Context: an optimization exercise on an open-source flow, tuned for small area and a short achievable clock period. The choices shown serve that exercise and are no tape-out recipe. Only simulation tests tie the RTL to the original design; equivalence was not proved. Power figures rest on the tool's default switching activity, not on a simulated workload.

**design/flow/standard.sh**
```bash
#!/bin/bash
# synth_recipe.tcl (not shown) runs the flow's synth.tcl, then flattens the netlist and writes it again
# the make line also repeats each setting of config.mk as NAME=value (left out here)
make -C /OpenROAD-flow-scripts/flow DESIGN_CONFIG=/design/flow/config.mk WORK_HOME=/design/flow/orfs CLKGATE_MAP_FILE= SYNTH_SCRIPT=/design/flow/synth_recipe.tcl "${@:-finish}"
```
**design/flow/constraint.sdc**
```tcl
create_clock -name core_clock -period 8.0 [get_ports {clk}]
set_input_delay 1.6000 -clock core_clock [delete_from_list [all_inputs] [get_ports {clk}]]
set_output_delay 1.6000 -clock core_clock [all_outputs]
set_load 0.01 [all_outputs]
```
**design/flow/config.mk**
```make
export PLATFORM = sky130hd
export DESIGN_NAME = fc_layer
export DESIGN_NICKNAME = fc_layer
export VERILOG_FILES = /design/flow/design.v
export SDC_FILE = /design/flow/constraint.sdc
export NUM_CORES = 4
export LEC_CHECK = 0
export CAP_MARGIN = 20
export CORE_MARGIN = 2
export CORE_UTILIZATION = 65
export CTS_CLUSTER_DIAMETER = 100
export CTS_CLUSTER_SIZE = 20
export GPL_ROUTABILITY_DRIVEN = 0
export SLEW_MARGIN = 20
```
**design/flow/design.v**
```verilog
`timescale 1ns/1ps
module fc_layer (
    input  logic        clk,
    input  logic        rstn,
    input  logic        r_valid,
    input  logic [31:0] in_data,
    output logic        t_valid,
    output logic [31:0] out_data
);
    logic [3:0] cnt;
    logic       w_first, w_second, w_weight, w_bias;
    assign w_first  = r_valid && (cnt == 4'd2 || cnt == 4'd4 || cnt == 4'd6 || cnt == 4'd8);
    assign w_second = r_valid && (cnt == 4'd3 || cnt == 4'd5 || cnt == 4'd7 || cnt == 4'd9);
    assign w_weight = w_first || w_second;
    assign w_bias   = r_valid && (cnt == 4'd10);
    logic       start0;   
    logic       fin0;     
    logic       sb0;      
    logic [1:0] nid0;     
    always_ff @(posedge clk or negedge rstn) begin
        if (!rstn) begin
            cnt <= '0;
            sb0 <= 1'b0;
        end else begin
            if (r_valid) cnt <= (cnt == 4'd10) ? 4'd0 : cnt + 4'd1;
            sb0 <= w_bias;
        end
    end
    always_ff @(posedge clk) begin
        start0 <= w_first;
        fin0   <= w_second && (cnt != 4'd9);
        nid0   <= cnt[2:1] - 2'd1;
    end
    logic [31:0] feat_a, feat_b, feat_p;
    always_ff @(posedge clk) begin
        if (r_valid && cnt == 4'd0) feat_a <= in_data;
        if (r_valid && cnt == 4'd1) feat_b <= in_data;
        feat_p <= (cnt == 4'd10) ? 32'h0100_0000 : cnt[0] ? feat_b : feat_a;
    end
    logic [3:0] neg0, one0, two0, neg1, one1, two1, neg2, one2, two2, neg3, one3, two3;
    for (genvar k = 0; k < 4; k++) begin : g_enc
        logic [8:0] wx;
        logic [3:0] ng, on, tw;
        logic [3:0] ng_q, on_q, tw_q;
        assign wx = {in_data[8*k +: 8], 1'b0};
        for (genvar m = 0; m < 4; m++) begin : g_dig
            assign ng[m] = wx[2*m+2];
            assign on[m] = wx[2*m+1] ^ wx[2*m];
            assign tw[m] = (wx[2*m+2] & ~wx[2*m+1] & ~wx[2*m]) | (~wx[2*m+2] & wx[2*m+1] & wx[2*m]);
        end
        always_ff @(posedge clk) begin
            ng_q <= ng & {4{r_valid}};
            on_q <= on & {4{r_valid}};
            tw_q <= tw & {4{r_valid}};
        end
    end
    assign {neg0, one0, two0} = {g_enc[0].ng_q, g_enc[0].on_q, g_enc[0].tw_q};
    assign {neg1, one1, two1} = {g_enc[1].ng_q, g_enc[1].on_q, g_enc[1].tw_q};
    assign {neg2, one2, two2} = {g_enc[2].ng_q, g_enc[2].on_q, g_enc[2].tw_q};
    assign {neg3, one3, two3} = {g_enc[3].ng_q, g_enc[3].on_q, g_enc[3].tw_q};
    logic [7:0] bias_b [3];
    assign bias_b[0] = {neg0[3], one0[3] ^ neg0[2], neg0[2], one0[2] ^ neg0[1], neg0[1], one0[1] ^ neg0[0], neg0[0], one0[0]};
    assign bias_b[1] = {neg1[3], one1[3] ^ neg1[2], neg1[2], one1[2] ^ neg1[1], neg1[1], one1[1] ^ neg1[0], neg1[0], one1[0]};
    assign bias_b[2] = {neg2[3], one2[3] ^ neg2[2], neg2[2], one2[2] ^ neg2[1], neg2[1], one2[1] ^ neg2[0], neg2[0], one2[0]};
    logic [7:0] xf0, xf1, xf2, xf3;
    assign {xf3, xf2, xf1, xf0} = feat_p;
    logic [18:0] acc_s, acc_c, acc_sk, acc_ck;
    logic        keep1;
    assign acc_sk = acc_s & {19{keep1}};
    assign acc_ck = acc_c & {19{keep1}};
    wire r0 = ((one0[0] & xf0[0])) ^ neg0[0];
    wire r1 = ((one0[0] & xf0[1]) | (two0[0] & xf0[0])) ^ neg0[0];
    wire r2 = ((one0[0] & xf0[2]) | (two0[0] & xf0[1])) ^ neg0[0];
    wire r3 = ((one0[0] & xf0[3]) | (two0[0] & xf0[2])) ^ neg0[0];
    wire r4 = ((one0[0] & xf0[4]) | (two0[0] & xf0[3])) ^ neg0[0];
    wire r5 = ((one0[0] & xf0[5]) | (two0[0] & xf0[4])) ^ neg0[0];
    wire r6 = ((one0[0] & xf0[6]) | (two0[0] & xf0[5])) ^ neg0[0];
    wire r7 = ((one0[0] & xf0[7]) | (two0[0] & xf0[6])) ^ neg0[0];
    wire r8 = ((one0[0] & xf0[7]) | (two0[0] & xf0[7])) ^ neg0[0];
    wire r9 = ~(((one0[0] & xf0[7]) | (two0[0] & xf0[7])) ^ neg0[0]);
    wire r10 = ((one0[1] & xf0[0])) ^ neg0[1];
    wire r11 = ((one0[1] & xf0[1]) | (two0[1] & xf0[0])) ^ neg0[1];
    wire r12 = ((one0[1] & xf0[2]) | (two0[1] & xf0[1])) ^ neg0[1];
    wire r13 = ((one0[1] & xf0[3]) | (two0[1] & xf0[2])) ^ neg0[1];
    wire r14 = ((one0[1] & xf0[4]) | (two0[1] & xf0[3])) ^ neg0[1];
    wire r15 = ((one0[1] & xf0[5]) | (two0[1] & xf0[4])) ^ neg0[1];
    wire r16 = ((one0[1] & xf0[6]) | (two0[1] & xf0[5])) ^ neg0[1];
    wire r17 = ((one0[1] & xf0[7]) | (two0[1] & xf0[6])) ^ neg0[1];
    wire r18 = ((one0[1] & xf0[7]) | (two0[1] & xf0[7])) ^ neg0[1];
    wire r19 = ~(((one0[1] & xf0[7]) | (two0[1] & xf0[7])) ^ neg0[1]);
    wire r20 = ((one0[2] & xf0[0])) ^ neg0[2];
    wire r21 = ((one0[2] & xf0[1]) | (two0[2] & xf0[0])) ^ neg0[2];
    wire r22 = ((one0[2] & xf0[2]) | (two0[2] & xf0[1])) ^ neg0[2];
    wire r23 = ((one0[2] & xf0[3]) | (two0[2] & xf0[2])) ^ neg0[2];
    wire r24 = ((one0[2] & xf0[4]) | (two0[2] & xf0[3])) ^ neg0[2];
    wire r25 = ((one0[2] & xf0[5]) | (two0[2] & xf0[4])) ^ neg0[2];
    wire r26 = ((one0[2] & xf0[6]) | (two0[2] & xf0[5])) ^ neg0[2];
    wire r27 = ((one0[2] & xf0[7]) | (two0[2] & xf0[6])) ^ neg0[2];
    wire r28 = ((one0[2] & xf0[7]) | (two0[2] & xf0[7])) ^ neg0[2];
    wire r29 = ~(((one0[2] & xf0[7]) | (two0[2] & xf0[7])) ^ neg0[2]);
    wire r30 = ((one0[3] & xf0[0])) ^ neg0[3];
    wire r31 = ((one0[3] & xf0[1]) | (two0[3] & xf0[0])) ^ neg0[3];
    wire r32 = ((one0[3] & xf0[2]) | (two0[3] & xf0[1])) ^ neg0[3];
    wire r33 = ((one0[3] & xf0[3]) | (two0[3] & xf0[2])) ^ neg0[3];
    wire r34 = ((one0[3] & xf0[4]) | (two0[3] & xf0[3])) ^ neg0[3];
    wire r35 = ((one0[3] & xf0[5]) | (two0[3] & xf0[4])) ^ neg0[3];
    wire r36 = ((one0[3] & xf0[6]) | (two0[3] & xf0[5])) ^ neg0[3];
    wire r37 = ((one0[3] & xf0[7]) | (two0[3] & xf0[6])) ^ neg0[3];
    wire r38 = ((one0[3] & xf0[7]) | (two0[3] & xf0[7])) ^ neg0[3];
    wire r39 = ~(((one0[3] & xf0[7]) | (two0[3] & xf0[7])) ^ neg0[3]);
    wire r40 = ((one1[0] & xf1[0])) ^ neg1[0];
    wire r41 = ((one1[0] & xf1[1]) | (two1[0] & xf1[0])) ^ neg1[0];
    wire r42 = ((one1[0] & xf1[2]) | (two1[0] & xf1[1])) ^ neg1[0];
    wire r43 = ((one1[0] & xf1[3]) | (two1[0] & xf1[2])) ^ neg1[0];
    wire r44 = ((one1[0] & xf1[4]) | (two1[0] & xf1[3])) ^ neg1[0];
    wire r45 = ((one1[0] & xf1[5]) | (two1[0] & xf1[4])) ^ neg1[0];
    wire r46 = ((one1[0] & xf1[6]) | (two1[0] & xf1[5])) ^ neg1[0];
    wire r47 = ((one1[0] & xf1[7]) | (two1[0] & xf1[6])) ^ neg1[0];
    wire r48 = ((one1[0] & xf1[7]) | (two1[0] & xf1[7])) ^ neg1[0];
    wire r49 = ~(((one1[0] & xf1[7]) | (two1[0] & xf1[7])) ^ neg1[0]);
    wire r50 = ((one1[1] & xf1[0])) ^ neg1[1];
    wire r51 = ((one1[1] & xf1[1]) | (two1[1] & xf1[0])) ^ neg1[1];
    wire r52 = ((one1[1] & xf1[2]) | (two1[1] & xf1[1])) ^ neg1[1];
    wire r53 = ((one1[1] & xf1[3]) | (two1[1] & xf1[2])) ^ neg1[1];
    wire r54 = ((one1[1] & xf1[4]) | (two1[1] & xf1[3])) ^ neg1[1];
    wire r55 = ((one1[1] & xf1[5]) | (two1[1] & xf1[4])) ^ neg1[1];
    wire r56 = ((one1[1] & xf1[6]) | (two1[1] & xf1[5])) ^ neg1[1];
    wire r57 = ((one1[1] & xf1[7]) | (two1[1] & xf1[6])) ^ neg1[1];
    wire r58 = ((one1[1] & xf1[7]) | (two1[1] & xf1[7])) ^ neg1[1];
    wire r59 = ~(((one1[1] & xf1[7]) | (two1[1] & xf1[7])) ^ neg1[1]);
    wire r60 = ((one1[2] & xf1[0])) ^ neg1[2];
    wire r61 = ((one1[2] & xf1[1]) | (two1[2] & xf1[0])) ^ neg1[2];
    wire r62 = ((one1[2] & xf1[2]) | (two1[2] & xf1[1])) ^ neg1[2];
    wire r63 = ((one1[2] & xf1[3]) | (two1[2] & xf1[2])) ^ neg1[2];
    wire r64 = ((one1[2] & xf1[4]) | (two1[2] & xf1[3])) ^ neg1[2];
    wire r65 = ((one1[2] & xf1[5]) | (two1[2] & xf1[4])) ^ neg1[2];
    wire r66 = ((one1[2] & xf1[6]) | (two1[2] & xf1[5])) ^ neg1[2];
    wire r67 = ((one1[2] & xf1[7]) | (two1[2] & xf1[6])) ^ neg1[2];
    wire r68 = ((one1[2] & xf1[7]) | (two1[2] & xf1[7])) ^ neg1[2];
    wire r69 = ~(((one1[2] & xf1[7]) | (two1[2] & xf1[7])) ^ neg1[2]);
    wire r70 = ((one1[3] & xf1[0])) ^ neg1[3];
    wire r71 = ((one1[3] & xf1[1]) | (two1[3] & xf1[0])) ^ neg1[3];
    wire r72 = ((one1[3] & xf1[2]) | (two1[3] & xf1[1])) ^ neg1[3];
    wire r73 = ((one1[3] & xf1[3]) | (two1[3] & xf1[2])) ^ neg1[3];
    wire r74 = ((one1[3] & xf1[4]) | (two1[3] & xf1[3])) ^ neg1[3];
    wire r75 = ((one1[3] & xf1[5]) | (two1[3] & xf1[4])) ^ neg1[3];
    wire r76 = ((one1[3] & xf1[6]) | (two1[3] & xf1[5])) ^ neg1[3];
    wire r77 = ((one1[3] & xf1[7]) | (two1[3] & xf1[6])) ^ neg1[3];
    wire r78 = ((one1[3] & xf1[7]) | (two1[3] & xf1[7])) ^ neg1[3];
    wire r79 = ~(((one1[3] & xf1[7]) | (two1[3] & xf1[7])) ^ neg1[3]);
    wire r80 = ((one2[0] & xf2[0])) ^ neg2[0];
    wire r81 = ((one2[0] & xf2[1]) | (two2[0] & xf2[0])) ^ neg2[0];
    wire r82 = ((one2[0] & xf2[2]) | (two2[0] & xf2[1])) ^ neg2[0];
    wire r83 = ((one2[0] & xf2[3]) | (two2[0] & xf2[2])) ^ neg2[0];
    wire r84 = ((one2[0] & xf2[4]) | (two2[0] & xf2[3])) ^ neg2[0];
    wire r85 = ((one2[0] & xf2[5]) | (two2[0] & xf2[4])) ^ neg2[0];
    wire r86 = ((one2[0] & xf2[6]) | (two2[0] & xf2[5])) ^ neg2[0];
    wire r87 = ((one2[0] & xf2[7]) | (two2[0] & xf2[6])) ^ neg2[0];
    wire r88 = ((one2[0] & xf2[7]) | (two2[0] & xf2[7])) ^ neg2[0];
    wire r89 = ~(((one2[0] & xf2[7]) | (two2[0] & xf2[7])) ^ neg2[0]);
    wire r90 = ((one2[1] & xf2[0])) ^ neg2[1];
    wire r91 = ((one2[1] & xf2[1]) | (two2[1] & xf2[0])) ^ neg2[1];
    wire r92 = ((one2[1] & xf2[2]) | (two2[1] & xf2[1])) ^ neg2[1];
    wire r93 = ((one2[1] & xf2[3]) | (two2[1] & xf2[2])) ^ neg2[1];
    wire r94 = ((one2[1] & xf2[4]) | (two2[1] & xf2[3])) ^ neg2[1];
    wire r95 = ((one2[1] & xf2[5]) | (two2[1] & xf2[4])) ^ neg2[1];
    wire r96 = ((one2[1] & xf2[6]) | (two2[1] & xf2[5])) ^ neg2[1];
    wire r97 = ((one2[1] & xf2[7]) | (two2[1] & xf2[6])) ^ neg2[1];
    wire r98 = ((one2[1] & xf2[7]) | (two2[1] & xf2[7])) ^ neg2[1];
    wire r99 = ~(((one2[1] & xf2[7]) | (two2[1] & xf2[7])) ^ neg2[1]);
    wire r100 = ((one2[2] & xf2[0])) ^ neg2[2];
    wire r101 = ((one2[2] & xf2[1]) | (two2[2] & xf2[0])) ^ neg2[2];
    wire r102 = ((one2[2] & xf2[2]) | (two2[2] & xf2[1])) ^ neg2[2];
    wire r103 = ((one2[2] & xf2[3]) | (two2[2] & xf2[2])) ^ neg2[2];
    wire r104 = ((one2[2] & xf2[4]) | (two2[2] & xf2[3])) ^ neg2[2];
    wire r105 = ((one2[2] & xf2[5]) | (two2[2] & xf2[4])) ^ neg2[2];
    wire r106 = ((one2[2] & xf2[6]) | (two2[2] & xf2[5])) ^ neg2[2];
    wire r107 = ((one2[2] & xf2[7]) | (two2[2] & xf2[6])) ^ neg2[2];
    wire r108 = ((one2[2] & xf2[7]) | (two2[2] & xf2[7])) ^ neg2[2];
    wire r109 = ~(((one2[2] & xf2[7]) | (two2[2] & xf2[7])) ^ neg2[2]);
    wire r110 = ((one2[3] & xf2[0])) ^ neg2[3];
    wire r111 = ((one2[3] & xf2[1]) | (two2[3] & xf2[0])) ^ neg2[3];
    wire r112 = ((one2[3] & xf2[2]) | (two2[3] & xf2[1])) ^ neg2[3];
    wire r113 = ((one2[3] & xf2[3]) | (two2[3] & xf2[2])) ^ neg2[3];
    wire r114 = ((one2[3] & xf2[4]) | (two2[3] & xf2[3])) ^ neg2[3];
    wire r115 = ((one2[3] & xf2[5]) | (two2[3] & xf2[4])) ^ neg2[3];
    wire r116 = ((one2[3] & xf2[6]) | (two2[3] & xf2[5])) ^ neg2[3];
    wire r117 = ((one2[3] & xf2[7]) | (two2[3] & xf2[6])) ^ neg2[3];
    wire r118 = ((one2[3] & xf2[7]) | (two2[3] & xf2[7])) ^ neg2[3];
    wire r119 = ~(((one2[3] & xf2[7]) | (two2[3] & xf2[7])) ^ neg2[3]);
    wire r120 = ((one3[0] & xf3[0])) ^ neg3[0];
    wire r121 = ((one3[0] & xf3[1]) | (two3[0] & xf3[0])) ^ neg3[0];
    wire r122 = ((one3[0] & xf3[2]) | (two3[0] & xf3[1])) ^ neg3[0];
    wire r123 = ((one3[0] & xf3[3]) | (two3[0] & xf3[2])) ^ neg3[0];
    wire r124 = ((one3[0] & xf3[4]) | (two3[0] & xf3[3])) ^ neg3[0];
    wire r125 = ((one3[0] & xf3[5]) | (two3[0] & xf3[4])) ^ neg3[0];
    wire r126 = ((one3[0] & xf3[6]) | (two3[0] & xf3[5])) ^ neg3[0];
    wire r127 = ((one3[0] & xf3[7]) | (two3[0] & xf3[6])) ^ neg3[0];
    wire r128 = ((one3[0] & xf3[7]) | (two3[0] & xf3[7])) ^ neg3[0];
    wire r129 = ~(((one3[0] & xf3[7]) | (two3[0] & xf3[7])) ^ neg3[0]);
    wire r130 = ((one3[1] & xf3[0])) ^ neg3[1];
    wire r131 = ((one3[1] & xf3[1]) | (two3[1] & xf3[0])) ^ neg3[1];
    wire r132 = ((one3[1] & xf3[2]) | (two3[1] & xf3[1])) ^ neg3[1];
    wire r133 = ((one3[1] & xf3[3]) | (two3[1] & xf3[2])) ^ neg3[1];
    wire r134 = ((one3[1] & xf3[4]) | (two3[1] & xf3[3])) ^ neg3[1];
    wire r135 = ((one3[1] & xf3[5]) | (two3[1] & xf3[4])) ^ neg3[1];
    wire r136 = ((one3[1] & xf3[6]) | (two3[1] & xf3[5])) ^ neg3[1];
    wire r137 = ((one3[1] & xf3[7]) | (two3[1] & xf3[6])) ^ neg3[1];
    wire r138 = ((one3[1] & xf3[7]) | (two3[1] & xf3[7])) ^ neg3[1];
    wire r139 = ~(((one3[1] & xf3[7]) | (two3[1] & xf3[7])) ^ neg3[1]);
    wire r140 = ((one3[2] & xf3[0])) ^ neg3[2];
    wire r141 = ((one3[2] & xf3[1]) | (two3[2] & xf3[0])) ^ neg3[2];
    wire r142 = ((one3[2] & xf3[2]) | (two3[2] & xf3[1])) ^ neg3[2];
    wire r143 = ((one3[2] & xf3[3]) | (two3[2] & xf3[2])) ^ neg3[2];
    wire r144 = ((one3[2] & xf3[4]) | (two3[2] & xf3[3])) ^ neg3[2];
    wire r145 = ((one3[2] & xf3[5]) | (two3[2] & xf3[4])) ^ neg3[2];
    wire r146 = ((one3[2] & xf3[6]) | (two3[2] & xf3[5])) ^ neg3[2];
    wire r147 = ((one3[2] & xf3[7]) | (two3[2] & xf3[6])) ^ neg3[2];
    wire r148 = ((one3[2] & xf3[7]) | (two3[2] & xf3[7])) ^ neg3[2];
    wire r149 = ~(((one3[2] & xf3[7]) | (two3[2] & xf3[7])) ^ neg3[2]);
    wire r150 = ((one3[3] & xf3[0])) ^ neg3[3];
    wire r151 = ((one3[3] & xf3[1]) | (two3[3] & xf3[0])) ^ neg3[3];
    wire r152 = ((one3[3] & xf3[2]) | (two3[3] & xf3[1])) ^ neg3[3];
    wire r153 = ((one3[3] & xf3[3]) | (two3[3] & xf3[2])) ^ neg3[3];
    wire r154 = ((one3[3] & xf3[4]) | (two3[3] & xf3[3])) ^ neg3[3];
    wire r155 = ((one3[3] & xf3[5]) | (two3[3] & xf3[4])) ^ neg3[3];
    wire r156 = ((one3[3] & xf3[6]) | (two3[3] & xf3[5])) ^ neg3[3];
    wire r157 = ((one3[3] & xf3[7]) | (two3[3] & xf3[6])) ^ neg3[3];
    wire r158 = ((one3[3] & xf3[7]) | (two3[3] & xf3[7])) ^ neg3[3];
    wire r159 = ~(((one3[3] & xf3[7]) | (two3[3] & xf3[7])) ^ neg3[3]);
    wire x160 = neg0[0] ^ neg1[0];
    wire s161 = x160 ^ neg2[0];
    wire c162 = (neg0[0] & neg1[0]) | (neg2[0] & x160);
    wire x163 = neg0[1] ^ neg1[1];
    wire s164 = x163 ^ neg2[1];
    wire c165 = (neg0[1] & neg1[1]) | (neg2[1] & x163);
    wire x166 = neg3[1] ^ r2;
    wire s167 = x166 ^ r10;
    wire c168 = (neg3[1] & r2) | (r10 & x166);
    wire x169 = r42 ^ r50;
    wire s170 = x169 ^ r82;
    wire c171 = (r42 & r50) | (r82 & x169);
    wire x172 = c165 ^ r3;
    wire s173 = x172 ^ r11;
    wire c174 = (c165 & r3) | (r11 & x172);
    wire x175 = r43 ^ r51;
    wire s176 = x175 ^ r83;
    wire c177 = (r43 & r51) | (r83 & x175);
    wire s178 = r91 ^ r123;
    wire c179 = r91 & r123;
    wire x180 = neg0[2] ^ neg1[2];
    wire s181 = x180 ^ neg2[2];
    wire c182 = (neg0[2] & neg1[2]) | (neg2[2] & x180);
    wire x183 = neg3[2] ^ r4;
    wire s184 = x183 ^ r12;
    wire c185 = (neg3[2] & r4) | (r12 & x183);
    wire x186 = r20 ^ r44;
    wire s187 = x186 ^ r52;
    wire c188 = (r20 & r44) | (r52 & x186);
    wire x189 = r60 ^ r84;
    wire s190 = x189 ^ r92;
    wire c191 = (r60 & r84) | (r92 & x189);
    wire x192 = r100 ^ r124;
    wire s193 = x192 ^ r132;
    wire c194 = (r100 & r124) | (r132 & x192);
    wire x195 = r140 ^ s181;
    wire s196 = x195 ^ c179;
    wire c197 = (r140 & s181) | (c179 & x195);
    wire s198 = c174 ^ c177;
    wire c199 = c174 & c177;
    wire x200 = c182 ^ r5;
    wire s201 = x200 ^ r13;
    wire c202 = (c182 & r5) | (r13 & x200);
    wire x203 = r21 ^ r45;
    wire s204 = x203 ^ r53;
    wire c205 = (r21 & r45) | (r53 & x203);
    wire x206 = r61 ^ r85;
    wire s207 = x206 ^ r93;
    wire c208 = (r61 & r85) | (r93 & x206);
    wire x209 = r101 ^ r125;
    wire s210 = x209 ^ r133;
    wire c211 = (r101 & r125) | (r133 & x209);
    wire x212 = r141 ^ c185;
    wire s213 = x212 ^ c188;
    wire c214 = (r141 & c185) | (c188 & x212);
    wire x215 = c191 ^ c194;
    wire s216 = x215 ^ s201;
    wire c217 = (c191 & c194) | (s201 & x215);
    wire s218 = s204 ^ s207;
    wire c219 = s204 & s207;
    wire x220 = neg0[3] ^ neg1[3];
    wire s221 = x220 ^ neg2[3];
    wire c222 = (neg0[3] & neg1[3]) | (neg2[3] & x220);
    wire x223 = neg3[3] ^ r6;
    wire s224 = x223 ^ r14;
    wire c225 = (neg3[3] & r6) | (r14 & x223);
    wire x226 = r22 ^ r30;
    wire s227 = x226 ^ r46;
    wire c228 = (r22 & r30) | (r46 & x226);
    wire x229 = r54 ^ r62;
    wire s230 = x229 ^ r70;
    wire c231 = (r54 & r62) | (r70 & x229);
    wire x232 = r86 ^ r94;
    wire s233 = x232 ^ r102;
    wire c234 = (r86 & r94) | (r102 & x232);
    wire x235 = r110 ^ r126;
    wire s236 = x235 ^ r134;
    wire c237 = (r110 & r126) | (r134 & x235);
    wire x238 = r142 ^ r150;
    wire s239 = x238 ^ s221;
    wire c240 = (r142 & r150) | (s221 & x238);
    wire x241 = c202 ^ c205;
    wire s242 = x241 ^ c208;
    wire c243 = (c202 & c205) | (c208 & x241);
    wire x244 = c211 ^ s224;
    wire s245 = x244 ^ s227;
    wire c246 = (c211 & s224) | (s227 & x244);
    wire x247 = s230 ^ s233;
    wire s248 = x247 ^ s236;
    wire c249 = (s230 & s233) | (s236 & x247);
    wire s250 = s239 ^ c219;
    wire c251 = s239 & c219;
    wire x252 = c222 ^ r7;
    wire s253 = x252 ^ r15;
    wire c254 = (c222 & r7) | (r15 & x252);
    wire x255 = r23 ^ r31;
    wire s256 = x255 ^ r47;
    wire c257 = (r23 & r31) | (r47 & x255);
    wire x258 = r55 ^ r63;
    wire s259 = x258 ^ r71;
    wire c260 = (r55 & r63) | (r71 & x258);
    wire x261 = r87 ^ r95;
    wire s262 = x261 ^ r103;
    wire c263 = (r87 & r95) | (r103 & x261);
    wire x264 = r111 ^ r127;
    wire s265 = x264 ^ r135;
    wire c266 = (r111 & r127) | (r135 & x264);
    wire x267 = r143 ^ r151;
    wire s268 = x267 ^ c225;
    wire c269 = (r143 & r151) | (c225 & x267);
    wire x270 = c228 ^ c231;
    wire s271 = x270 ^ c234;
    wire c272 = (c228 & c231) | (c234 & x270);
    wire x273 = c237 ^ c240;
    wire s274 = x273 ^ s253;
    wire c275 = (c237 & c240) | (s253 & x273);
    wire x276 = s256 ^ s259;
    wire s277 = x276 ^ s262;
    wire c278 = (s256 & s259) | (s262 & x276);
    wire x279 = s265 ^ c243;
    wire s280 = x279 ^ c246;
    wire c281 = (s265 & c243) | (c246 & x279);
    wire s282 = c249 ^ s268;
    wire c283 = c249 & s268;
    wire x284 = r8 ^ r16;
    wire s285 = x284 ^ r24;
    wire c286 = (r8 & r16) | (r24 & x284);
    wire x287 = r32 ^ r48;
    wire s288 = x287 ^ r56;
    wire c289 = (r32 & r48) | (r56 & x287);
    wire x290 = r64 ^ r72;
    wire s291 = x290 ^ r88;
    wire c292 = (r64 & r72) | (r88 & x290);
    wire x293 = r96 ^ r104;
    wire s294 = x293 ^ r112;
    wire c295 = (r96 & r104) | (r112 & x293);
    wire x296 = r128 ^ r136;
    wire s297 = x296 ^ r144;
    wire c298 = (r128 & r136) | (r144 & x296);
    wire x299 = r152 ^ c254;
    wire s300 = x299 ^ c257;
    wire c301 = (r152 & c254) | (c257 & x299);
    wire x302 = c260 ^ c263;
    wire s303 = x302 ^ c266;
    wire c304 = (c260 & c263) | (c266 & x302);
    wire x305 = s285 ^ s288;
    wire s306 = x305 ^ s291;
    wire c307 = (s285 & s288) | (s291 & x305);
    wire x308 = s294 ^ s297;
    wire s309 = x308 ^ c269;
    wire c310 = (s294 & s297) | (c269 & x308);
    wire x311 = c272 ^ c275;
    wire s312 = x311 ^ c278;
    wire c313 = (c272 & c275) | (c278 & x311);
    wire s314 = s300 ^ s303;
    wire c315 = s300 & s303;
    wire x316 = r9 ^ r17;
    wire s317 = x316 ^ r25;
    wire c318 = (r9 & r17) | (r25 & x316);
    wire x319 = r33 ^ r49;
    wire s320 = x319 ^ r57;
    wire c321 = (r33 & r49) | (r57 & x319);
    wire x322 = r65 ^ r73;
    wire s323 = x322 ^ r89;
    wire c324 = (r65 & r73) | (r89 & x322);
    wire x325 = r97 ^ r105;
    wire s326 = x325 ^ r113;
    wire c327 = (r97 & r105) | (r113 & x325);
    wire x328 = r129 ^ r137;
    wire s329 = x328 ^ r145;
    wire c330 = (r129 & r137) | (r145 & x328);
    wire x331 = r153 ^ c286;
    wire s332 = x331 ^ c289;
    wire c333 = (r153 & c286) | (c289 & x331);
    wire x334 = c292 ^ c295;
    wire s335 = x334 ^ c298;
    wire c336 = (c292 & c295) | (c298 & x334);
    wire x337 = s317 ^ s320;
    wire s338 = x337 ^ s323;
    wire c339 = (s317 & s320) | (s323 & x337);
    wire x340 = s326 ^ s329;
    wire s341 = x340 ^ c301;
    wire c342 = (s326 & s329) | (c301 & x340);
    wire x343 = c304 ^ c307;
    wire s344 = x343 ^ s332;
    wire c345 = (c304 & c307) | (s332 & x343);
    wire s346 = s335 ^ s338;
    wire c347 = s335 & s338;
    wire x348 = r18 ^ r26;
    wire s349 = x348 ^ r34;
    wire c350 = (r18 & r26) | (r34 & x348);
    wire x351 = r58 ^ r66;
    wire s352 = x351 ^ r74;
    wire c353 = (r58 & r66) | (r74 & x351);
    wire x354 = r98 ^ r106;
    wire s355 = x354 ^ r114;
    wire c356 = (r98 & r106) | (r114 & x354);
    wire x357 = r138 ^ r146;
    wire s358 = x357 ^ r154;
    wire c359 = (r138 & r146) | (r154 & x357);
    wire x360 = c318 ^ c321;
    wire s361 = x360 ^ c324;
    wire c362 = (c318 & c321) | (c324 & x360);
    wire x363 = c327 ^ c330;
    wire s364 = x363 ^ s349;
    wire c365 = (c327 & c330) | (s349 & x363);
    wire x366 = s352 ^ s355;
    wire s367 = x366 ^ s358;
    wire c368 = (s352 & s355) | (s358 & x366);
    wire x369 = c333 ^ c336;
    wire s370 = x369 ^ c339;
    wire c371 = (c333 & c336) | (c339 & x369);
    wire s372 = s361 ^ s364;
    wire c373 = s361 & s364;
    wire x374 = 1'b1 ^ r19;
    wire s375 = x374 ^ r27;
    wire c376 = (1'b1 & r19) | (r27 & x374);
    wire x377 = r35 ^ r59;
    wire s378 = x377 ^ r67;
    wire c379 = (r35 & r59) | (r67 & x377);
    wire x380 = r75 ^ r99;
    wire s381 = x380 ^ r107;
    wire c382 = (r75 & r99) | (r107 & x380);
    wire x383 = r115 ^ r139;
    wire s384 = x383 ^ r147;
    wire c385 = (r115 & r139) | (r147 & x383);
    wire x386 = r155 ^ c350;
    wire s387 = x386 ^ c353;
    wire c388 = (r155 & c350) | (c353 & x386);
    wire x389 = c356 ^ c359;
    wire s390 = x389 ^ s375;
    wire c391 = (c356 & c359) | (s375 & x389);
    wire x392 = s378 ^ s381;
    wire s393 = x392 ^ s384;
    wire c394 = (s378 & s381) | (s384 & x392);
    wire x395 = c362 ^ c365;
    wire s396 = x395 ^ c368;
    wire c397 = (c362 & c365) | (c368 & x395);
    wire x398 = 1'b1 ^ r28;
    wire s399 = x398 ^ r36;
    wire c400 = (1'b1 & r28) | (r36 & x398);
    wire x401 = r68 ^ r76;
    wire s402 = x401 ^ r108;
    wire c403 = (r68 & r76) | (r108 & x401);
    wire x404 = r116 ^ r148;
    wire s405 = x404 ^ r156;
    wire c406 = (r116 & r148) | (r156 & x404);
    wire x407 = c376 ^ c379;
    wire s408 = x407 ^ c382;
    wire c409 = (c376 & c379) | (c382 & x407);
    wire x410 = c385 ^ s399;
    wire s411 = x410 ^ s402;
    wire c412 = (c385 & s399) | (s402 & x410);
    wire s413 = s405 ^ c388;
    wire c414 = s405 & c388;
    wire x415 = r29 ^ r37;
    wire s416 = x415 ^ r69;
    wire c417 = (r29 & r37) | (r69 & x415);
    wire x418 = r77 ^ r109;
    wire s419 = x418 ^ r117;
    wire c420 = (r77 & r109) | (r117 & x418);
    wire x421 = r149 ^ r157;
    wire s422 = x421 ^ c400;
    wire c423 = (r149 & r157) | (c400 & x421);
    wire x424 = c403 ^ c406;
    wire s425 = x424 ^ s416;
    wire c426 = (c403 & c406) | (s416 & x424);
    wire x427 = 1'b1 ^ r38;
    wire s428 = x427 ^ r78;
    wire c429 = (1'b1 & r38) | (r78 & x427);
    wire s430 = r118 ^ r158;
    wire c431 = r118 & r158;
    logic pa0_0, pa0_1, pa0_2, pa0_3, pa0_4, pa0_5, pa1_0, pa1_1, pa1_2, pa1_3, pa1_4, pa2_0, pa2_1, pa2_2, pa2_3, pa2_4, pa2_5, pa3_0, pa3_1, pa3_2, pa3_3, pa3_4, pa3_5, pa4_0, pa4_1, pa4_2, pa4_3, pa4_4, pa4_5, pa5_0, pa5_1, pa5_2, pa5_3, pa5_4, pa5_5, pa6_0, pa6_1, pa6_2, pa6_3, pa6_4, pa6_5, pa7_0, pa7_1, pa7_2, pa7_3, pa7_4, pa7_5, pa8_0, pa8_1, pa8_2, pa8_3, pa8_4, pa8_5, pa9_0, pa9_1, pa9_2, pa9_3, pa9_4, pa9_5, pa10_0, pa10_1, pa10_2, pa10_3, pa10_4, pa10_5, pa11_0, pa11_1, pa11_2, pa11_3, pa11_4, pa11_5, pa12_0, pa12_1, pa12_2, pa12_3, pa12_4, pa12_5, pa13_0, pa13_1, pa13_2, pa13_3, pa13_4, pa13_5, pa14_0, pa14_1, pa14_2, pa14_3, pa14_4, pa14_5, pa15_0, pa15_1, pa15_2, pa15_3, pa15_4, pa15_5;
    always_ff @(posedge clk) begin
        pa0_0 <= neg3[0];
        pa0_1 <= r0;
        pa0_2 <= r40;
        pa0_3 <= r80;
        pa0_4 <= r120;
        pa0_5 <= s161;
        pa1_0 <= r1;
        pa1_1 <= r41;
        pa1_2 <= r81;
        pa1_3 <= r121;
        pa1_4 <= c162;
        pa2_0 <= r90;
        pa2_1 <= r122;
        pa2_2 <= r130;
        pa2_3 <= s164;
        pa2_4 <= s167;
        pa2_5 <= s170;
        pa3_0 <= r131;
        pa3_1 <= c168;
        pa3_2 <= c171;
        pa3_3 <= s173;
        pa3_4 <= s176;
        pa3_5 <= s178;
        pa4_0 <= s184;
        pa4_1 <= s187;
        pa4_2 <= s190;
        pa4_3 <= s193;
        pa4_4 <= s196;
        pa4_5 <= s198;
        pa5_0 <= s210;
        pa5_1 <= c197;
        pa5_2 <= c199;
        pa5_3 <= s213;
        pa5_4 <= s216;
        pa5_5 <= s218;
        pa6_0 <= c214;
        pa6_1 <= c217;
        pa6_2 <= s242;
        pa6_3 <= s245;
        pa6_4 <= s248;
        pa6_5 <= s250;
        pa7_0 <= s271;
        pa7_1 <= c251;
        pa7_2 <= s274;
        pa7_3 <= s277;
        pa7_4 <= s280;
        pa7_5 <= s282;
        pa8_0 <= s306;
        pa8_1 <= c283;
        pa8_2 <= c281;
        pa8_3 <= s309;
        pa8_4 <= s312;
        pa8_5 <= s314;
        pa9_0 <= c315;
        pa9_1 <= c310;
        pa9_2 <= c313;
        pa9_3 <= s341;
        pa9_4 <= s344;
        pa9_5 <= s346;
        pa10_0 <= s367;
        pa10_1 <= c347;
        pa10_2 <= c342;
        pa10_3 <= c345;
        pa10_4 <= s370;
        pa10_5 <= s372;
        pa11_0 <= s387;
        pa11_1 <= s390;
        pa11_2 <= s393;
        pa11_3 <= c373;
        pa11_4 <= c371;
        pa11_5 <= s396;
        pa12_0 <= c391;
        pa12_1 <= c394;
        pa12_2 <= s408;
        pa12_3 <= s411;
        pa12_4 <= c397;
        pa12_5 <= s413;
        pa13_0 <= s419;
        pa13_1 <= c409;
        pa13_2 <= c412;
        pa13_3 <= s422;
        pa13_4 <= c414;
        pa13_5 <= s425;
        pa14_0 <= c417;
        pa14_1 <= c420;
        pa14_2 <= s428;
        pa14_3 <= c423;
        pa14_4 <= c426;
        pa14_5 <= s430;
        pa15_0 <= r39;
        pa15_1 <= r79;
        pa15_2 <= r119;
        pa15_3 <= r159;
        pa15_4 <= c429;
        pa15_5 <= c431;
    end
    wire x432 = pa0_0 ^ pa0_1;
    wire s433 = x432 ^ pa0_2;
    wire c434 = (pa0_0 & pa0_1) | (pa0_2 & x432);
    wire x435 = pa0_3 ^ pa0_4;
    wire s436 = x435 ^ pa0_5;
    wire c437 = (pa0_3 & pa0_4) | (pa0_5 & x435);
    wire x438 = acc_sk[0] ^ acc_ck[0];
    wire s439 = x438 ^ s433;
    wire c440 = (acc_sk[0] & acc_ck[0]) | (s433 & x438);
    wire x441 = pa1_0 ^ pa1_1;
    wire s442 = x441 ^ pa1_2;
    wire c443 = (pa1_0 & pa1_1) | (pa1_2 & x441);
    wire x444 = pa1_3 ^ pa1_4;
    wire s445 = x444 ^ acc_sk[1];
    wire c446 = (pa1_3 & pa1_4) | (acc_sk[1] & x444);
    wire x447 = acc_ck[1] ^ c434;
    wire s448 = x447 ^ c437;
    wire c449 = (acc_ck[1] & c434) | (c437 & x447);
    wire x450 = s442 ^ s445;
    wire s451 = x450 ^ c440;
    wire c452 = (s442 & s445) | (c440 & x450);
    wire x453 = pa2_0 ^ pa2_1;
    wire s454 = x453 ^ pa2_2;
    wire c455 = (pa2_0 & pa2_1) | (pa2_2 & x453);
    wire x456 = pa2_3 ^ pa2_4;
    wire s457 = x456 ^ pa2_5;
    wire c458 = (pa2_3 & pa2_4) | (pa2_5 & x456);
    wire x459 = acc_sk[2] ^ acc_ck[2];
    wire s460 = x459 ^ c443;
    wire c461 = (acc_sk[2] & acc_ck[2]) | (c443 & x459);
    wire x462 = s454 ^ s457;
    wire s463 = x462 ^ c446;
    wire c464 = (s454 & s457) | (c446 & x462);
    wire x465 = c449 ^ s460;
    wire s466 = x465 ^ s463;
    wire c467 = (c449 & s460) | (s463 & x465);
    wire x468 = pa3_0 ^ pa3_1;
    wire s469 = x468 ^ pa3_2;
    wire c470 = (pa3_0 & pa3_1) | (pa3_2 & x468);
    wire x471 = pa3_3 ^ pa3_4;
    wire s472 = x471 ^ pa3_5;
    wire c473 = (pa3_3 & pa3_4) | (pa3_5 & x471);
    wire x474 = acc_sk[3] ^ acc_ck[3];
    wire s475 = x474 ^ c455;
    wire c476 = (acc_sk[3] & acc_ck[3]) | (c455 & x474);
    wire x477 = c458 ^ s469;
    wire s478 = x477 ^ s472;
    wire c479 = (c458 & s469) | (s472 & x477);
    wire x480 = c461 ^ s475;
    wire s481 = x480 ^ s478;
    wire c482 = (c461 & s475) | (s478 & x480);
    wire s483 = c464 ^ s481;
    wire c484 = c464 & s481;
    wire x485 = pa4_0 ^ pa4_1;
    wire s486 = x485 ^ pa4_2;
    wire c487 = (pa4_0 & pa4_1) | (pa4_2 & x485);
    wire x488 = pa4_3 ^ pa4_4;
    wire s489 = x488 ^ pa4_5;
    wire c490 = (pa4_3 & pa4_4) | (pa4_5 & x488);
    wire x491 = acc_sk[4] ^ acc_ck[4];
    wire s492 = x491 ^ c470;
    wire c493 = (acc_sk[4] & acc_ck[4]) | (c470 & x491);
    wire x494 = c473 ^ s486;
    wire s495 = x494 ^ s489;
    wire c496 = (c473 & s486) | (s489 & x494);
    wire x497 = c476 ^ c479;
    wire s498 = x497 ^ s492;
    wire c499 = (c476 & c479) | (s492 & x497);
    wire x500 = s495 ^ c482;
    wire s501 = x500 ^ s498;
    wire c502 = (s495 & c482) | (s498 & x500);
    wire x503 = pa5_0 ^ pa5_1;
    wire s504 = x503 ^ pa5_2;
    wire c505 = (pa5_0 & pa5_1) | (pa5_2 & x503);
    wire x506 = pa5_3 ^ pa5_4;
    wire s507 = x506 ^ pa5_5;
    wire c508 = (pa5_3 & pa5_4) | (pa5_5 & x506);
    wire x509 = acc_sk[5] ^ acc_ck[5];
    wire s510 = x509 ^ c487;
    wire c511 = (acc_sk[5] & acc_ck[5]) | (c487 & x509);
    wire x512 = c490 ^ s504;
    wire s513 = x512 ^ s507;
    wire c514 = (c490 & s504) | (s507 & x512);
    wire x515 = c493 ^ c496;
    wire s516 = x515 ^ s510;
    wire c517 = (c493 & c496) | (s510 & x515);
    wire x518 = s513 ^ c499;
    wire s519 = x518 ^ s516;
    wire c520 = (s513 & c499) | (s516 & x518);
    wire x521 = pa6_0 ^ pa6_1;
    wire s522 = x521 ^ pa6_2;
    wire c523 = (pa6_0 & pa6_1) | (pa6_2 & x521);
    wire x524 = pa6_3 ^ pa6_4;
    wire s525 = x524 ^ pa6_5;
    wire c526 = (pa6_3 & pa6_4) | (pa6_5 & x524);
    wire x527 = acc_sk[6] ^ acc_ck[6];
    wire s528 = x527 ^ c505;
    wire c529 = (acc_sk[6] & acc_ck[6]) | (c505 & x527);
    wire x530 = c508 ^ s522;
    wire s531 = x530 ^ s525;
    wire c532 = (c508 & s522) | (s525 & x530);
    wire x533 = c511 ^ c514;
    wire s534 = x533 ^ s528;
    wire c535 = (c511 & c514) | (s528 & x533);
    wire x536 = s531 ^ c517;
    wire s537 = x536 ^ s534;
    wire c538 = (s531 & c517) | (s534 & x536);
    wire x539 = pa7_0 ^ pa7_1;
    wire s540 = x539 ^ pa7_2;
    wire c541 = (pa7_0 & pa7_1) | (pa7_2 & x539);
    wire x542 = pa7_3 ^ pa7_4;
    wire s543 = x542 ^ pa7_5;
    wire c544 = (pa7_3 & pa7_4) | (pa7_5 & x542);
    wire x545 = acc_sk[7] ^ acc_ck[7];
    wire s546 = x545 ^ c523;
    wire c547 = (acc_sk[7] & acc_ck[7]) | (c523 & x545);
    wire x548 = c526 ^ s540;
    wire s549 = x548 ^ s543;
    wire c550 = (c526 & s540) | (s543 & x548);
    wire x551 = c529 ^ c532;
    wire s552 = x551 ^ s546;
    wire c553 = (c529 & c532) | (s546 & x551);
    wire x554 = s549 ^ c535;
    wire s555 = x554 ^ s552;
    wire c556 = (s549 & c535) | (s552 & x554);
    wire x557 = pa8_0 ^ pa8_1;
    wire s558 = x557 ^ pa8_2;
    wire c559 = (pa8_0 & pa8_1) | (pa8_2 & x557);
    wire x560 = pa8_3 ^ pa8_4;
    wire s561 = x560 ^ pa8_5;
    wire c562 = (pa8_3 & pa8_4) | (pa8_5 & x560);
    wire x563 = acc_sk[8] ^ acc_ck[8];
    wire s564 = x563 ^ c541;
    wire c565 = (acc_sk[8] & acc_ck[8]) | (c541 & x563);
    wire x566 = c544 ^ s558;
    wire s567 = x566 ^ s561;
    wire c568 = (c544 & s558) | (s561 & x566);
    wire x569 = c547 ^ c550;
    wire s570 = x569 ^ s564;
    wire c571 = (c547 & c550) | (s564 & x569);
    wire x572 = s567 ^ c553;
    wire s573 = x572 ^ s570;
    wire c574 = (s567 & c553) | (s570 & x572);
    wire x575 = pa9_0 ^ pa9_1;
    wire s576 = x575 ^ pa9_2;
    wire c577 = (pa9_0 & pa9_1) | (pa9_2 & x575);
    wire x578 = pa9_3 ^ pa9_4;
    wire s579 = x578 ^ pa9_5;
    wire c580 = (pa9_3 & pa9_4) | (pa9_5 & x578);
    wire x581 = acc_sk[9] ^ acc_ck[9];
    wire s582 = x581 ^ c559;
    wire c583 = (acc_sk[9] & acc_ck[9]) | (c559 & x581);
    wire x584 = c562 ^ s576;
    wire s585 = x584 ^ s579;
    wire c586 = (c562 & s576) | (s579 & x584);
    wire x587 = c565 ^ c568;
    wire s588 = x587 ^ s582;
    wire c589 = (c565 & c568) | (s582 & x587);
    wire x590 = s585 ^ c571;
    wire s591 = x590 ^ s588;
    wire c592 = (s585 & c571) | (s588 & x590);
    wire x593 = pa10_0 ^ pa10_1;
    wire s594 = x593 ^ pa10_2;
    wire c595 = (pa10_0 & pa10_1) | (pa10_2 & x593);
    wire x596 = pa10_3 ^ pa10_4;
    wire s597 = x596 ^ pa10_5;
    wire c598 = (pa10_3 & pa10_4) | (pa10_5 & x596);
    wire x599 = acc_sk[10] ^ acc_ck[10];
    wire s600 = x599 ^ c577;
    wire c601 = (acc_sk[10] & acc_ck[10]) | (c577 & x599);
    wire x602 = c580 ^ s594;
    wire s603 = x602 ^ s597;
    wire c604 = (c580 & s594) | (s597 & x602);
    wire x605 = c583 ^ c586;
    wire s606 = x605 ^ s600;
    wire c607 = (c583 & c586) | (s600 & x605);
    wire x608 = s603 ^ c589;
    wire s609 = x608 ^ s606;
    wire c610 = (s603 & c589) | (s606 & x608);
    wire x611 = pa11_0 ^ pa11_1;
    wire s612 = x611 ^ pa11_2;
    wire c613 = (pa11_0 & pa11_1) | (pa11_2 & x611);
    wire x614 = pa11_3 ^ pa11_4;
    wire s615 = x614 ^ pa11_5;
    wire c616 = (pa11_3 & pa11_4) | (pa11_5 & x614);
    wire x617 = acc_sk[11] ^ acc_ck[11];
    wire s618 = x617 ^ c595;
    wire c619 = (acc_sk[11] & acc_ck[11]) | (c595 & x617);
    wire x620 = c598 ^ s612;
    wire s621 = x620 ^ s615;
    wire c622 = (c598 & s612) | (s615 & x620);
    wire x623 = c601 ^ c604;
    wire s624 = x623 ^ s618;
    wire c625 = (c601 & c604) | (s618 & x623);
    wire x626 = s621 ^ c607;
    wire s627 = x626 ^ s624;
    wire c628 = (s621 & c607) | (s624 & x626);
    wire x629 = pa12_0 ^ pa12_1;
    wire s630 = x629 ^ pa12_2;
    wire c631 = (pa12_0 & pa12_1) | (pa12_2 & x629);
    wire x632 = pa12_3 ^ pa12_4;
    wire s633 = x632 ^ pa12_5;
    wire c634 = (pa12_3 & pa12_4) | (pa12_5 & x632);
    wire x635 = acc_sk[12] ^ acc_ck[12];
    wire s636 = x635 ^ c613;
    wire c637 = (acc_sk[12] & acc_ck[12]) | (c613 & x635);
    wire x638 = c616 ^ s630;
    wire s639 = x638 ^ s633;
    wire c640 = (c616 & s630) | (s633 & x638);
    wire x641 = c619 ^ c622;
    wire s642 = x641 ^ s636;
    wire c643 = (c619 & c622) | (s636 & x641);
    wire x644 = s639 ^ c625;
    wire s645 = x644 ^ s642;
    wire c646 = (s639 & c625) | (s642 & x644);
    wire x647 = pa13_0 ^ pa13_1;
    wire s648 = x647 ^ pa13_2;
    wire c649 = (pa13_0 & pa13_1) | (pa13_2 & x647);
    wire x650 = pa13_3 ^ pa13_4;
    wire s651 = x650 ^ pa13_5;
    wire c652 = (pa13_3 & pa13_4) | (pa13_5 & x650);
    wire x653 = acc_sk[13] ^ acc_ck[13];
    wire s654 = x653 ^ c631;
    wire c655 = (acc_sk[13] & acc_ck[13]) | (c631 & x653);
    wire x656 = c634 ^ s648;
    wire s657 = x656 ^ s651;
    wire c658 = (c634 & s648) | (s651 & x656);
    wire x659 = c637 ^ c640;
    wire s660 = x659 ^ s654;
    wire c661 = (c637 & c640) | (s654 & x659);
    wire x662 = s657 ^ c643;
    wire s663 = x662 ^ s660;
    wire c664 = (s657 & c643) | (s660 & x662);
    wire x665 = pa14_0 ^ pa14_1;
    wire s666 = x665 ^ pa14_2;
    wire c667 = (pa14_0 & pa14_1) | (pa14_2 & x665);
    wire x668 = pa14_3 ^ pa14_4;
    wire s669 = x668 ^ pa14_5;
    wire c670 = (pa14_3 & pa14_4) | (pa14_5 & x668);
    wire x671 = acc_sk[14] ^ acc_ck[14];
    wire s672 = x671 ^ c649;
    wire c673 = (acc_sk[14] & acc_ck[14]) | (c649 & x671);
    wire x674 = c652 ^ s666;
    wire s675 = x674 ^ s669;
    wire c676 = (c652 & s666) | (s669 & x674);
    wire x677 = c655 ^ c658;
    wire s678 = x677 ^ s672;
    wire c679 = (c655 & c658) | (s672 & x677);
    wire x680 = s675 ^ c661;
    wire s681 = x680 ^ s678;
    wire c682 = (s675 & c661) | (s678 & x680);
    wire x683 = pa15_0 ^ pa15_1;
    wire s684 = x683 ^ pa15_2;
    wire c685 = (pa15_0 & pa15_1) | (pa15_2 & x683);
    wire x686 = pa15_3 ^ pa15_4;
    wire s687 = x686 ^ pa15_5;
    wire c688 = (pa15_3 & pa15_4) | (pa15_5 & x686);
    wire x689 = acc_sk[15] ^ acc_ck[15];
    wire s690 = x689 ^ c667;
    wire c691 = (acc_sk[15] & acc_ck[15]) | (c667 & x689);
    wire x692 = c670 ^ s684;
    wire s693 = x692 ^ s687;
    wire c694 = (c670 & s684) | (s687 & x692);
    wire x695 = c673 ^ c676;
    wire s696 = x695 ^ s690;
    wire c697 = (c673 & c676) | (s690 & x695);
    wire x698 = s693 ^ c679;
    wire s699 = x698 ^ s696;
    wire c700 = (s693 & c679) | (s696 & x698);
    wire x701 = 1'b1 ^ acc_sk[16];
    wire s702 = x701 ^ acc_ck[16];
    wire c703 = (1'b1 & acc_sk[16]) | (acc_ck[16] & x701);
    wire x704 = c685 ^ c688;
    wire s705 = x704 ^ s702;
    wire c706 = (c685 & c688) | (s702 & x704);
    wire x707 = c691 ^ c694;
    wire s708 = x707 ^ s705;
    wire c709 = (c691 & c694) | (s705 & x707);
    wire s710 = c697 ^ s708;
    wire c711 = c697 & s708;
    wire x712 = acc_sk[17] ^ acc_ck[17];
    wire s713 = x712 ^ c703;
    wire c714 = (acc_sk[17] & acc_ck[17]) | (c703 & x712);
    wire x715 = c706 ^ s713;
    wire s716 = x715 ^ c709;
    wire c717 = (c706 & s713) | (c709 & x715);
    wire x718 = 1'b1 ^ acc_sk[18];
    wire s719 = x718 ^ acc_ck[18];
    wire s720 = s719 ^ c714;
    always_ff @(posedge clk) begin
        acc_s <= {c717, c711, c700, c682, c664, c646, c628, c610, c592, c574, c556, c538, c520, c502, c484, c467, c452, s448, s436};
        acc_c <= {s720, s716, s710, s699, s681, s663, s645, s627, s609, s591, s573, s555, s537, s519, s501, s483, s466, s451, s439};
    end
    logic       fin1, sb1, fin2, sb2;
    logic [1:0] nid1, nid2;
    always_ff @(posedge clk or negedge rstn) begin
        if (!rstn) begin
            sb1     <= 1'b0;
            sb2     <= 1'b0;
        end else begin
            sb1     <= sb0;
            sb2     <= sb1;
        end
    end
    always_ff @(posedge clk) begin
        t_valid <= sb2;
        keep1 <= !start0;
        fin1  <= fin0;
        nid1  <= nid0;
        fin2  <= fin1;
        nid2  <= nid1;
    end
    logic [18:0] tot;
    assign tot = acc_s + acc_c;
    logic signed [10:0] tot_hi;
    assign tot_hi = tot[18:8];
    logic signed [10:0] held_h [3];
    logic [7:0]         held_l [3];
    always_ff @(posedge clk) begin
        for (int j = 0; j < 3; j++) begin
            if (fin2 && nid2 == 2'(j)) begin
                held_h[j] <= tot_hi;
                held_l[j] <= tot[7:0];
            end
        end
    end
    function automatic logic [7:0] sat(input logic signed [11:0] z);
        if (z > 12'sd127) sat = 8'h7f;
        else if (z < -12'sd128) sat = 8'h80;
        else sat = z[7:0];
    endfunction
    logic [7:0] cand_dn [3];
    logic [7:0] cand_eq [3];
    logic [7:0] cand_up [3];
    logic [2:0] bias_co, bias_neg;
    for (genvar j = 0; j < 3; j++) begin : g_fin
        logic [8:0] lo_sum;
        assign cand_dn[j] = sat({held_h[j][10], held_h[j]} - 12'd1);
        assign cand_eq[j] = sat({held_h[j][10], held_h[j]});
        assign cand_up[j] = sat({held_h[j][10], held_h[j]} + 12'd1);
        assign lo_sum     = {1'b0, held_l[j]} + {1'b0, bias_b[j]};
        always_ff @(posedge clk) begin
            if (sb0) begin
                bias_co[j]  <= lo_sum[8];
                bias_neg[j] <= bias_b[j][7];
            end
        end
    end
    always_ff @(posedge clk) begin
        for (int j = 0; j < 3; j++)
            out_data[31-8*j -: 8] <= bias_co[j] ? (bias_neg[j] ? cand_eq[j] : cand_up[j])
                                                : (bias_neg[j] ? cand_dn[j] : cand_eq[j]);
        out_data[7:0] <= (tot_hi > 11'sd127) ? 8'h7f : (tot_hi < -11'sd128) ? 8'h80 : tot_hi[7:0];
    end
endmodule
```
**design/flow/flow/run.sh**
```bash
#!/bin/bash
# Standard layout, with strong buffers on the ports, sizing free to change a
# cell's footprint, and timing repair aiming 5.4 ns past the 8 ns clock. The
# make output goes to flow_make.log here; each ORFS step keeps its own log
# under orfs/logs.
set -euo pipefail
bash standard.sh \
    BUFFER_PORTS_ARGS="-buffer_cell sky130_fd_sc_hd__buf_4" \
    MATCH_CELL_FOOTPRINT=0 \
    SETUP_SLACK_MARGIN=5.4 \
    finish > flow_make.log 2>&1
```
==> impl_metrics.py, run 1 <==
metrics = {
    "outcome": {
        "status": "timing/DRC/antenna clean",
    },
    "critical_path": {
        "cp.required_ns": 8.23,
        "cp.arrival_ns": 2.85,
        "worstSetupStartpointType": "input port",
        "path_class": "input port to register",
        "r2r_cells": 6,
        "crit_fanout": 28,
        "crit_path_end_kind": "register",
    },
    "clock_network": {
        "clock-sinks": 391,
        "root_buffer": "clkbuf_16",
        "htree_num_levels": 1,
        "numCtsBuffers": 23,
        "clk_latency_ns": 0.55,
        "clk_pin_slew_ns": 0.08,
        "clockBufferDepth": 3,
        "cts_tree": "done",
    },
    "timing": {
        "tightest_slew_ns": 1.05,
        "drv_slew": 0,
        "skew_ns": 0.0228,
        "maxSlewHeadroom_pct": 30.1,
        "rsz0062_at_grt": "yes",
        "period_share_pct": 32.7,
        "clock.fmax_mhz": 382,
        "tns_ns": 0,
        "setup_viol": 0,
        "hold_viol_final": 0,
        "fin_crit_ns": 2.62,
    },
    "floorplanning": {
        "initial_core_util_pct": 66.3,
        "ios": 68,
        "dieArea_sq_mm": 0.0339,
        "die_h_microns": 184,
        "core_sq_mm": 0.0318,
        "rows": 65,
        "fp.dieW_microns": 184,
    },
    "grt": {
        "gr-usage-all-layers_pct": 29.2,
        "grt_max_degree": 39,
        "grt_pass1_vias": 14000,
        "antenna_found_initial": 0,
        "grt.overflow.total": 0,
        "grt_pass1_wl_microns": 75900,
    },
    "place": {
        "port_buffers": 67,
        "hpwl_microns": 36400,
    },
    "cells_and_area": {
        "layout.nets": 2211,
        "postLayoutCoreUtil_pct": 72.1,
        "area_growth_pct": 8.66,
        "drive_gt1_share_pct": 12.3,
        "fillers": 2305,
    },
    "pwr": {
        "clkPwrFrac_pct": 12.0,
        "pwr-share-seq_pct": 35.3,
        "p_leak_nw": 9.23,
        "power_density_mw_per_mm2": 425,
        "power_frac_comb_pct": 52.6,
        "vdd_ir_drop_max_v": 0.000231,
        "p_int_mw": 5.63,
        "swShare_pct": 42.3,
        "p_switching_mw": 4.12,
    },
    "route": {
        "drc_errors": 0,
        "drt_first_iter_violations": 1020,
        "ant_nets": 0,
        "firstDrtPassIters": 7,
        "routed_wl_microns": 48500,
        "vias": 14000,
        "wl_per_cell_microns": 20.3,
        "avgViaCountPerCell": 5.86,
    },
    "synth": {
        "synth_edf_count": 127,
        "synth_area_sq_mm": 0.0211,
        "synthArstFlopShare_pct": 1.79,
        "synthDistinctLibCells": 76,
        "synth_seq_area_share_pct": 43.3,
        "synth_cells": 1940,
        "yosysWarnings": 7,
        "synth-seq-cells": 391,
        "synth_area_per_cell_sq_um": 10.9,
        "synthFlopType": "dfxtp_1",
        "syn_nets": 2212,
    },
    "min_path": {
        "whs_path_depth": 0,
        "hold_class": "register to register",
    },
    "run": {
        "maxCapViolCount": 0,
    },
}
critical path: stages:
cell	delay [ns]
buf_4	0.26
clkinvlp_4	0.26
nor2_4	0.32
and3_2	0.39
stage by stage:
stage	hold WS (ns)	instances	power [mW]	instance area, sq um	setup slack (ns)
2_1_floorplan	0.310	1940	6.79	21100	5.40
3_3_place_gp	0.312	2326	8.14	21700	4.52
3_5_place_dp	0.312	2326	8.37	21700	4.46
4_1_cts	0.330	2378	9.69	22600	5.39
5_1_grt	0.340	2390	10.7	22900	5.33
6_report	0.329	2391	9.75	22900	5.38
final cells by class:
cell class	count	area, sq um	area share (%)
Sequential cell	391	9230	40.2
Multi-Input combinational cell	1241	11000	47.9
Timing Repair Buffer	87	782	3.41
Tap cell	435	544	2.37
Timing Repair inverter	1	5.00	0.0218
Clock inverter	2	17.5	0.0764
Clock buffer	39	636	2.77
Inverter	194	732	3.19
Antenna cell	1	2.50	0.0109
layer usage:
metal,wire length (microns),track usage [%],part of all wire [%],vias to the layer above
li1,-,-,-,6526
met1,19500,37.0,40,6841
met2,23700,50.1,49,515
met3,2630,3.75,5.4,129
met4,2620,13.6,5.4,0
met5,0,0,0,-
worst paths after layout:
check	start	to	slack [ns]
min	fin1$_DFF_P_	fin2$_DFF_P_	0.33
min in group asynchronous	rstn	cnt[1]$_DFFE_PN0P_	0.85
max in group asynchronous	rstn	cnt[0]$_DFFE_PN0P_	7.00
max reg2reg	g_enc[0].tw_q[2]$_DFF_P_	pa9_4$_DFF_P_	5.45
max	r_valid	feat_a[20]$_DFFE_PP_	5.38
min reg2reg	fin1$_DFF_P_	fin2$_DFF_P_	0.33
power groups by stage:
stage	Clock [mW]	Sequential (mW)	Combinational (mW)
2_1_floorplan	0	3.15	3.64
3_3_place_gp	0	3.43	4.72
3_5_place_dp	0	3.45	4.92
4_1_cts	1.19	3.42	5.08
5_1_grt	1.27	3.50	5.93
6_report	1.17	3.45	5.13
timing repair:
action / 4_1_cts / 5_1_grt
gates cloned: 3 / 4
setup buffers: 8 / 8
hold buffers: 0 / 0
setup endpoints to repair: 118 / 133
pin swaps: 10 / 17
resized for setup: 71 / 68
layout by cell type, fill, tap and decap left out, types with 14 or more instances in the layout:
cell type | synthesis | final
a21oi_1 | 78 | 76
a22o_1 | 34 | 34
a22oi_1 | 112 | 112
and2_1 | 26 | 25
buf_4 | 1 | 55
buf_6 | 2 | 31
clkbuf_1 | 103 | 16
clkbuf_16 | 0 | 23
dfxtp_1 | 257 | 197
dfxtp_2 | 0 | 54
edfxtp_1 | 127 | 127
fa_1 | 175 | 173
ha_1 | 62 | 61
inv_1 | 191 | 189
nand2_1 | 119 | 119
nand2b_1 | 15 | 14
nand3_1 | 24 | 24
nor2_1 | 109 | 106
o21ai_0 | 76 | 71
xnor2_1 | 153 | 151
xor2_1 | 54 | 52
registers in the layout, indices dropped and copies added, names as in the netlist, 3 cells and up:
register,cells
g_enc.ng_q,16
held_h,33
bias_co,3
feat_a,32
g_enc.on_q,16
acc_c,19
g_enc.tw_q,16
cnt,4
held_l,24
bias_neg,3
feat_p,32
feat_b,32
acc_s,19
out_data,32
synth_stat cells (all sizes together) (62+ instances only):
cell type | count | area (sq um)
o21ai | 86 | 442
a21oi | 81 | 417
dfxtp | 257 | 5140
a22oi | 112 | 841
clkbuf | 103 | 387
fa | 175 | 3500
edfxtp | 127 | 3810
nor2 | 111 | 422
xnor2 | 153 | 1340
nand2 | 119 | 447
inv | 193 | 724
ha | 62 | 776
cells by family after synthesis:
logic type,count (synthesis),synth area share (%)
muxes,4,0.190
xor gates and xnor gates,207,8.59
AOI/OAI and AO/OA,410,13.3
adders and majority gates,237,20.3
DFF,391,43.3
and+or+nand+nor,377,8.56
buffers and inverters,314,5.74
==> run 2, diff against run 1 <==
--- a/design/flow/config.mk
+++ b/design/flow/config.mk
@@ -10,5 +10,4 @@
 export CORE_UTILIZATION = 65
 export CTS_CLUSTER_DIAMETER = 100
 export CTS_CLUSTER_SIZE = 20
-export GPL_ROUTABILITY_DRIVEN = 0
 export SLEW_MARGIN = 20
==> impl_metrics.py, run 2 <==
metrics = {
    "timing": {
        "period_share_pct": 32.5,
        "skew_ns": 0.0290,
        "hold_viol_final": 0,
        "tns_ns": 0,
        "fin_crit_ns": 2.60,
        "rsz0062_at_grt": "yes",
        "drv_slew": 0,
        "setup_viol": 0,
        "maxSlewHeadroom_pct": 30.5,
        "clock.fmax_mhz": 385,
        "tightest_slew_ns": 1.04,
    },
    "pwr": {
        "clkPwrFrac_pct": 11.8,
        "power_density_mw_per_mm2": 434,
        "swShare_pct": 42.6,
        "vdd_ir_drop_max_v": 0.000295,
        "power_frac_comb_pct": 53.7,
        "p_switching_mw": 4.24,
        "power_mw": 9.96,
        "p_leak_nw": 9.26,
        "pwr-share-seq_pct": 34.4,
        "p_int_mw": 5.72,
    },
    "route": {
        "avgViaCountPerCell": 5.90,
        "drc_errors": 0,
        "wl_per_cell_microns": 20.5,
        "drt_first_iter_violations": 1054,
        "vias": 14100,
        "ant_nets": 0,
        "routed_wl_microns": 49100,
        "firstDrtPassIters": 6,
    },
    "floorplanning": {
        "rows": 65,
        "core_sq_mm": 0.0318,
        "die_h_microns": 184,
        "initial_core_util_pct": 66.3,
        "ios": 68,
        "fp.dieW_microns": 184,
        "dieArea_sq_mm": 0.0339,
    },
    "synth": {
        "synth-seq-cells": 391,
        "synthDistinctLibCells": 76,
        "syn_nets": 2212,
        "yosys.area.top_type": "dfxtp_1",
        "synthArstFlopShare_pct": 1.79,
        "yosysWarnings": 7,
        "synth_area_per_cell_sq_um": 10.9,
        "synth.area.top_cells": "dfxtp_1, edfxtp_1, fa_1, xnor2_1, a22oi_1",
        "synth_seq_area_share_pct": 43.3,
        "synthFlopType": "dfxtp_1",
        "netlist.area_leader.share_pct": 24.4,
        "synth_cells": 1940,
        "synth_area_sq_mm": 0.0211,
        "synth_edf_count": 127,
        "synth.most_common_cell": "dfxtp_1",
        "ys_top_cells_by_count": "dfxtp_1, inv_1, fa_1, xnor2_1, edfxtp_1",
    },
    "grt": {
        "grt.overflow.total": 0,
        "grt_pass1_wl_microns": 77700,
        "antenna_found_initial": 0,
        "gr-usage-all-layers_pct": 29.8,
        "grt_pass1_vias": 14300,
        "grt_max_degree": 39,
    },
    "cells_and_area": {
        "layout.nets": 2213,
        "multi_input_area_sq_mm": 0.0109,
        "layout_common_cells": "inv_1, dfxtp_1, fa_1",
        "diodes": 0,
        "final_common_cell": "inv_1",
        "regMostFlops": "held_h",
        "drive_gt1_share_pct": 12.7,
        "fillers": 2328,
        "area_growth_pct": 8.78,
        "largest_register_ffs": 33,
        "ff_latch_area_sq_mm": 0.00924,
    },
    "critical_path": {
        "cp.arrival_ns": 1.00,
        "r2r_slack_ns": 5.41,
        "worstSetupStartpointType": "register",
        "reg2reg_to": "out_data[3]$_SDFF_PN1_",
        "r2r_cells": 11,
        "cp.buffers_inverters": 1,
        "reg2reg_from": "acc_c[0]$_DFF_P_",
        "crit_chain": "buf_6",
        "cp.required_ns": 6.40,
        "crit_path_end_kind": "primary output",
        "cp_top_family": "flip-flops",
        "slowest_stage": "dfxtp_2",
        "path_class": "register to primary output",
        "max_stage_delay_ns": 0.33,
        "crit_fanout": 1,
    },
    "min_path": {
        "hp-start": "nid0[0]$_DFF_P_",
        "min_to": "nid1[0]$_DFF_P_",
        "whs_path_depth": 0,
        "hold_class": "register to register",
    },
    "clock_network": {
        "htree_num_levels": 1,
        "clk_latency_ns": 0.56,
        "root_buffer": "clkbuf_16",
        "clk_pin_slew_ns": 0.10,
        "holdBufCountCts": 0,
        "numCtsBuffers": 23,
        "clockBufferDepth": 3,
        "cts_tree": "done",
        "clock-sinks": 391,
    },
    "outcome": {
        "status": "timing/DRC/antenna clean",
    },
    "place": {
        "port_buffers": 67,
        "place_congestion": 0.980,
        "hpwl_microns": 36600,
    },
    "run": {
        "maxCapViolCount": 0,
    },
}
==> run 2: cell counts after synthesis <==
Identical to the previous run, type by type.
==> run 2: cell type report <==
class | instances | share of cell area, %
Clock buffer | 37 | 2.74
Clock inverter | 3 | 0.0981
Inverter | 194 | 3.19
Multi-Input combinational cell | 1239 | 47.7
Sequential cell | 391 | 40.3
Tap cell | 435 | 2.37
Timing Repair Buffer | 91 | 3.65
Timing Repair inverter | 1 | 0.0218
==> run 2: worst max path at each step <==
| stage | from | end | slack [ns] | cells past startpoint |
|---|---|---|---|---|
| global route | acc_c[0]$_DFF_P_ | out_data[3]$_SDFF_PN1_ | 5.32 | 11 |
| detailed placement | r_valid | feat_b[31]$_DFFE_PP_ | 4.43 | 4 |
| floorplan | r_valid | feat_b[0]$_DFFE_PP_ | 5.40 | 3 |
| finish | out_data[16]$_DFF_P_ | out_data[16] | 5.40 | 1 |
| global placement | r_valid | feat_b[31]$_DFFE_PP_ | 4.51 | 4 |
| CTS | acc_c[0]$_DFF_P_ | out_data[3]$_SDFF_PN1_ | 5.37 | 10 |
==> run 2: power groups by stage <==
stage | logic [mW] | clock network (mW) | registers [mW]
floorplan | 3.64 | 0 | 3.15
global placement | 4.72 | 0 | 3.41
detailed placement | 5.04 | 0 | 3.42
CTS | 5.26 | 1.20 | 3.40
global route | 6.09 | 1.27 | 3.49
finish | 5.35 | 1.18 | 3.43
==> run 2: what timing repair did <==
action / 4_1_cts / 5_1_grt
gates resized for setup: 82 / 63
pin swaps: 16 / 8
cloned: 3 / 3
buffers inserted: 10 / 8
setup endpoints to repair: 133 / 90
==> run 2: metal layers <==
layer	global-route usage (%)	part of all wire, %
met1	38.1	39
met2	52.7	50
met3	2.57	5.3
met4	11.7	4.8
met5	0	0
==> run 2: metrics by stage <==
step                      hold slack (ns)  area [sq um]  util (%)  std cells  worst slack, ns
after global routing                0.351         22900      72.2       2391             5.32
after global placement              0.313         21700      68.3       2327             4.51
after floorplan                     0.310         21100         -       1940             5.40
after detailed placement            0.315         21700      68.3       2327             4.43
after CTS                           0.331         22700      71.4       2380             5.37
final                               0.330         22900      72.2       2391             5.40
==> run 2: kinds of logic (layout without fill, tap and decap cells) <==
group,count (synthesis),in the layout,synth area share (%)
AND/OR/NAND/NOR,377,381,8.56
buffers and inverters,314,326,5.74
flip-flops,391,391,43.3
multiplexers,4,4,0.190
AO/OA/AOI/OAI,410,410,13.3
adder cells (fa/ha/maj),237,237,20.3
XOR/XNOR,207,207,8.59

-- afterwards: timing with drivers on the ports --
The results above use ideal ports. As a check the final layouts listed here were re-extracted and re-timed, cells and wires unchanged. Step 1 sets driving cells, clkbuf_16 on the clock port and buf_2 on the other inputs (assumed; they add their load-dependent delay and slew). Step 2 times the ports against the registers' clock, not the clock port: input delays grow and output delays shrink by t, the midpoint of the rising clock arrivals with the driver on. Slacks: ideal ports / drivers / drivers and shift; pairs: ideal ports / drivers.
| run | t, ns | slack for setup (ns) |
|---|---|---|
| run 1 | 0.583 | 5.382 / 5.338 / 4.822 |
| run 2 | 0.600 | 5.401 / 5.348 / 4.889 |
After both steps every run listed still meets setup and hold.
